What follows belongs to an exercise in optimizing a design on an open flow for small area and few clock cycles; a production flow would make more cautious choices. In this exercise RTL edits were held to simulation tests only and were not proved equivalent to the original. Power figures rest on the tool's default switching activity, not on a simulated workload.

== the reference run ==
==> module lm96570_cfg_table, before the edit <==
module lm96570_cfg_table
#(
  parameter int RINGS = 4,
  parameter int M     = DEPTH / RINGS,
  parameter int RW    = (RINGS > 1) ? $clog2(RINGS) : 1,
  parameter int MW    = (M > 1) ? $clog2(M) : 1
) (
  input  logic                    CLK,
  input  logic                    we,
  input  logic [ADDR_W-1:0]       waddr,
  input  lm96570_pkg::tbl_entry_t wdata,
  input  logic [RW-1:0]           rsel,
  output lm96570_pkg::tbl_entry_t rdata,
  output logic [MW-1:0]           rot
);
  localparam int EW = NBIT_WIDTH + DATA_WIDTH;
  logic [EW-1:0] slot [0:DEPTH-1];    
  logic [MW-1:0] wpos;                
  logic [RW-1:0] wring;
  always_ff @(posedge CLK) rot <= rot + 1'b1;
  assign wring = (RINGS > 1) ? RW'(waddr % RINGS) : '0;
  assign wpos  = MW'(waddr / RINGS) + rot + 1'b1;
  always_ff @(posedge CLK) begin
    for (int r = 0; r < RINGS; r++)
      for (int p = 0; p < M; p++)
        if (we && wring == RW'(r) && wpos == MW'(p))
          slot[r*M + p] <= (p % 2 == 1) ? ~wdata : wdata;
        else
          slot[r*M + p] <= ~slot[r*M + ((p + M - 1) % M)];
  end
  assign rdata = slot[rsel * M];
endmodule
==> module lm96570_cfg_seq, before the edit <==
module lm96570_cfg_seq
#(
  parameter int RW_BIT   = 0,
  parameter int HDR_BITS = 6,
  parameter int TMR_W    = 10,   
  parameter int RINGS    = 4
) (
  input  logic                  CLK,
  input  logic                  RESET,
  input  logic                  TBL_WE,
  input  logic [ADDR_W-1:0]     TBL_ADDR,
  input  logic [DATA_WIDTH-1:0] TBL_DATA,
  input  logic [NBIT_WIDTH-1:0] TBL_NBIT,
  input  logic                  GO,
  input  logic                  VERIFY_EN,
  input  logic [ADDR_W:0]       NUM_ENTRIES,
  output logic                  BUSY,
  output logic                  DONE,
  output logic [1:0]            ERR_CODE,
  output logic [ADDR_W-1:0]     ERR_IDX,
  output logic                  SPI_START,
  output logic [DATA_WIDTH-1:0] SPI_DATA,
  output logic [NBIT_WIDTH-1:0] SPI_NBIT,
  input  logic                  SPI_DONE,
  input  logic [DATA_WIDTH-1:0] SPI_RD_DATA
);
  localparam int M  = DEPTH / RINGS;
  localparam int RW = (RINGS > 1) ? $clog2(RINGS) : 1;
  localparam int MW = (M > 1) ? $clog2(M) : 1;
  logic              run;       
  logic              pw;        
  logic              zero;      
  logic              fly;       
  logic              rdf;       
  logic              ver;       
  logic [ADDR_W-1:0] cur;       
  logic              lastf;     
  logic [ADDR_W-1:0] nm1;       
  logic [ADDR_W-1:0] nx;        
  logic              nvalid;    
  logic              done_q;
  logic [TMR_W-1:0]  timer;
  logic [1:0]        err_q;
  logic [ADDR_W-1:0] erri_q;
  lm96570_pkg::tbl_entry_t hold;      
  lm96570_pkg::tbl_entry_t nxt;       
  lm96570_pkg::tbl_entry_t tap;
  lm96570_pkg::tbl_entry_t wr_entry;
  logic [MW-1:0]           rot;
  logic                  acc, ev, tmo, mism, hit, cap, wkill;
  logic                  adv, start_rd, start_wr, sw, sel, end_now;
  logic                  mism_end, tmo_end;
  logic                  hit_nx, hit_nn;
  logic [ADDR_W-1:0]     nn, pre;
  logic [MW-1:0]         slot_nx, slot_nn;
  logic [DATA_WIDTH-1:0] cmp_mask;
  assign wr_entry.nbit = TBL_NBIT;
  assign wr_entry.data = TBL_DATA;
  assign nn      = (nx == nm1) ? '0 : nx + 1'b1;
  assign pre     = sw ? nn : nx;
  assign slot_nx = MW'(nx / RINGS) + rot;
  assign slot_nn = MW'(nn / RINGS) + rot;
  assign hit_nx  = (slot_nx == '0);
  assign hit_nn  = (slot_nn == '0);
  lm96570_cfg_table #(.RINGS(RINGS)) u_table (
    .CLK   (CLK),
    .we    (TBL_WE),
    .waddr (TBL_ADDR),
    .wdata (wr_entry),
    .rsel  (RW'(pre % RINGS)),
    .rdata (tap),
    .rot   (rot)
  );
  assign acc   = GO & ~run;
  assign ev    = fly & SPI_DONE & ~done_q;
  assign tmo   = fly & (&timer);
  assign hit   = sw ? hit_nn : hit_nx;
  assign cap   = hit & (sw | ~nvalid);
  assign wkill = TBL_WE & (sw ? (TBL_ADDR == nn) : (TBL_ADDR == nx));
  always_comb begin
    cmp_mask = '0;
    for (int i = HDR_BITS; i < DATA_WIDTH; i++)
      cmp_mask[i] = (i < 32'(hold.nbit));
  end
  assign mism = rdf & (((SPI_RD_DATA ^ hold.data) & cmp_mask) != '0);
  assign adv      = ev & (rdf ? ~mism : ~ver);
  assign start_rd = ev & ~rdf & ver;
  assign sw       = nvalid & (pw | (ev & (rdf | ~ver) & ~lastf));
  assign start_wr = sw & ~mism_end;
  assign mism_end = ev & mism;
  assign tmo_end  = tmo & ~ev;
  assign end_now  = run & (zero | tmo_end | mism_end | (adv & lastf));
  assign sel      = nvalid & (pw | (ev & (rdf | ~ver)));
  assign SPI_START = start_wr | start_rd;
  assign DONE      = end_now;
  assign BUSY      = run & ~end_now;
  assign SPI_DATA[DATA_WIDTH-1:1] = sel ? nxt.data[DATA_WIDTH-1:1] : hold.data[DATA_WIDTH-1:1];
  assign SPI_DATA[RW_BIT]         = sel ? nxt.data[RW_BIT] : (hold.data[RW_BIT] | rdf | ev);
  assign SPI_NBIT                 = sel ? nxt.nbit : hold.nbit;
  assign ERR_CODE = run ? {tmo_end, mism_end} : err_q;
  assign ERR_IDX  = run ? ((tmo_end | mism_end) ? cur : '0) : erri_q;
  always_ff @(posedge CLK) begin
    done_q <= SPI_DONE;
    if (sel) hold <= nxt;
    if (cap) nxt <= tap;
    if (SPI_START) timer <= '0;
    else           timer <= timer + 1'b1;
  end
  always_ff @(posedge CLK or posedge RESET) begin
    if (RESET) begin
      run    <= 1'b0;
      pw     <= 1'b0;
      zero   <= 1'b0;
      fly    <= 1'b0;
      rdf    <= 1'b0;
      ver    <= 1'b0;
      cur    <= '0;
      lastf  <= 1'b0;
      nm1    <= '0;
      nx     <= '0;
      nvalid <= 1'b0;
      err_q  <= ERR_OK;
      erri_q <= '0;
    end else begin
      zero   <= acc & (NUM_ENTRIES == '0);
      nvalid <= (nvalid & ~sw | cap) & ~wkill;
      if (acc) begin
        run <= 1'b1;
        ver <= VERIFY_EN;
        nm1 <= NUM_ENTRIES[ADDR_W] ? '1 : NUM_ENTRIES[ADDR_W-1:0] - 1'b1;
        if (NUM_ENTRIES != '0) pw <= 1'b1;
      end
      fly <= SPI_START | (fly & ~ev & ~end_now);
      if (sw) begin
        pw    <= 1'b0;
        rdf   <= 1'b0;
        cur   <= nx;
        lastf <= (nx == nm1);
        nx    <= nn;
      end else begin
        if (adv & ~lastf) pw <= 1'b1;
        if (start_rd)     rdf <= 1'b1;
      end
      if (end_now) begin
        run    <= 1'b0;
        err_q  <= ERR_CODE;
        erri_q <= ERR_IDX;
        if (nx != '0) begin
          nx     <= '0;
          nvalid <= 1'b0;
        end
      end
    end
  end
endmodule
export LEC_CHECK = 0
export CAP_MARGIN = 20
export CORE_MARGIN = 2
export CORE_UTILIZATION = 50
export SLEW_MARGIN = 20
create_clock -name core_clock -period 5.0 [get_ports {CLK}]
standard.sh (not shown) runs the stock make flow with config.mk's settings and CLKGATE_MAP_FILE= SYNTH_SCRIPT=/design/flow/synth_recipe.tcl, a recipe that flattens the netlist after the stock synthesis.
==> flow/flow/run.sh <==
#!/bin/bash
# Layout flow: the standard ORFS flow (standard.sh, unchanged synthesis)
# with two changes: the port buffers use buf_1 instead of the default
# delay-buffer cell, and clock tree synthesis inserts no dummy loads and
# builds the tree from clkbuf_8 (root: clkbuf_16) with sink clusters of up to
# 16 flops within 60 um. ORFS writes each step's log under orfs/logs/; the
# make output goes to standard.log.
set -euo pipefail
export BUFFER_PORTS_ARGS="-buffer_cell sky130_fd_sc_hd__buf_1"
export CTS_ARGS="-sink_clustering_enable -repair_clock_nets -dont_use_dummy_load -root_buf sky130_fd_sc_hd__clkbuf_16 -sink_clustering_size 16 -sink_clustering_max_diameter 60 -buf_list {sky130_fd_sc_hd__clkbuf_8}"
bash standard.sh > standard.log 2>&1
Testbench counts of the reference run, summed over its fixed seeds: cycles 50,498.
Input changes introduced in the trial run (baseline for comparison: the reference run):
--- a/flow/design.v
+++ b/flow/design.v
@@ -51,11 +51,15 @@
         if (we && wring == RW'(r) && wpos == MW'(p))
           slot[r*M + p] <= (p % 2 == 1) ? ~wdata : wdata;
         else
           slot[r*M + p] <= ~slot[r*M + ((p + M - 1) % M)];
   end
-  assign rdata = slot[rsel * M];
+  always_comb begin
+    rdata = '0;
+    for (int r = 0; r < RINGS; r++)
+      rdata = rdata | (slot[r*M] & {EW{rsel == RW'(r)}});
+  end
 endmodule
 import lm96570_pkg::*;
 module lm96570_cfg_seq
 #(
   parameter int RW_BIT   = 0,
@@ -113,11 +117,11 @@
   logic [MW-1:0]         slot_nx, slot_nn;
   logic [DATA_WIDTH-1:0] cmp_mask;
   assign wr_entry.nbit = TBL_NBIT;
   assign wr_entry.data = TBL_DATA;
   assign nn      = (nx == nm1) ? '0 : nx + 1'b1;
-  assign pre     = sw ? nn : nx;
+  assign pre     = nvalid ? nn : nx;
   assign slot_nx = MW'(nx / RINGS) + rot;
   assign slot_nn = MW'(nn / RINGS) + rot;
   assign hit_nx  = (slot_nx == '0);
   assign hit_nn  = (slot_nn == '0);
   lm96570_cfg_table #(.RINGS(RINGS)) u_table (
@@ -130,11 +134,11 @@
     .rot   (rot)
   );
   assign acc   = GO & ~run;
   assign ev    = fly & SPI_DONE & ~done_q;
   assign tmo   = fly & (&timer);
-  assign hit   = sw ? hit_nn : hit_nx;
+  assign hit   = nvalid ? hit_nn : hit_nx;
   assign cap   = hit & (sw | ~nvalid);
   assign wkill = TBL_WE & (sw ? (TBL_ADDR == nn) : (TBL_ADDR == nx));
   always_comb begin
     cmp_mask = '0;
     for (int i = HDR_BITS; i < DATA_WIDTH; i++)
--- outcome ---
From the trial run to the reference run, total clock sinks did not move at all.
Wire length on met3 for the trial run: 340 um up relative to the reference run
Of the two values seen for critical path startpoint, hold[77] was produced by the trial run and hold[74] by the reference run.
Side by side, switching power summed over all nets turned out higher in the trial run than in the reference run.
Compared with the reference run, the trial run shows a higher power.
Compared with the reference run, area of all placed cells without fillers in the trial run decreased slightly.
In the trial run, relative contribution of the clock network to total power is lower than in the reference run.
Power consumed by the clock network ends up higher on the trial run.
Testbench counts of the trial run, summed over its fixed seeds: cycles 50,498.

## port drivers added, routing unchanged
How much do the figures lean on ideal ports? The routed layouts below were timed once more, with nothing changed but the port constraints. Step 1 assumes that a clkbuf_16 drives the clock port and a buf_2 every other input. Step 2 adds t to the input delays and takes it off the output delays; t is the mean of the earliest and latest rising clock arrival at the registers after step 1. Input paths then give back, and output paths get back, about the clock's delay inside the block. Three values: ideal, step 1, step 2; two values: the first two.
run | t (ns) | slack for setup (ns) | pins driven straight from the clock port
the reference run | 0.698 | 0.061 / -0.009 / 0.299 | 1
the trial run | 0.706 | 0.066 / -0.007 / 0.331 | 1
After both steps setup and hold are still met in every run listed.
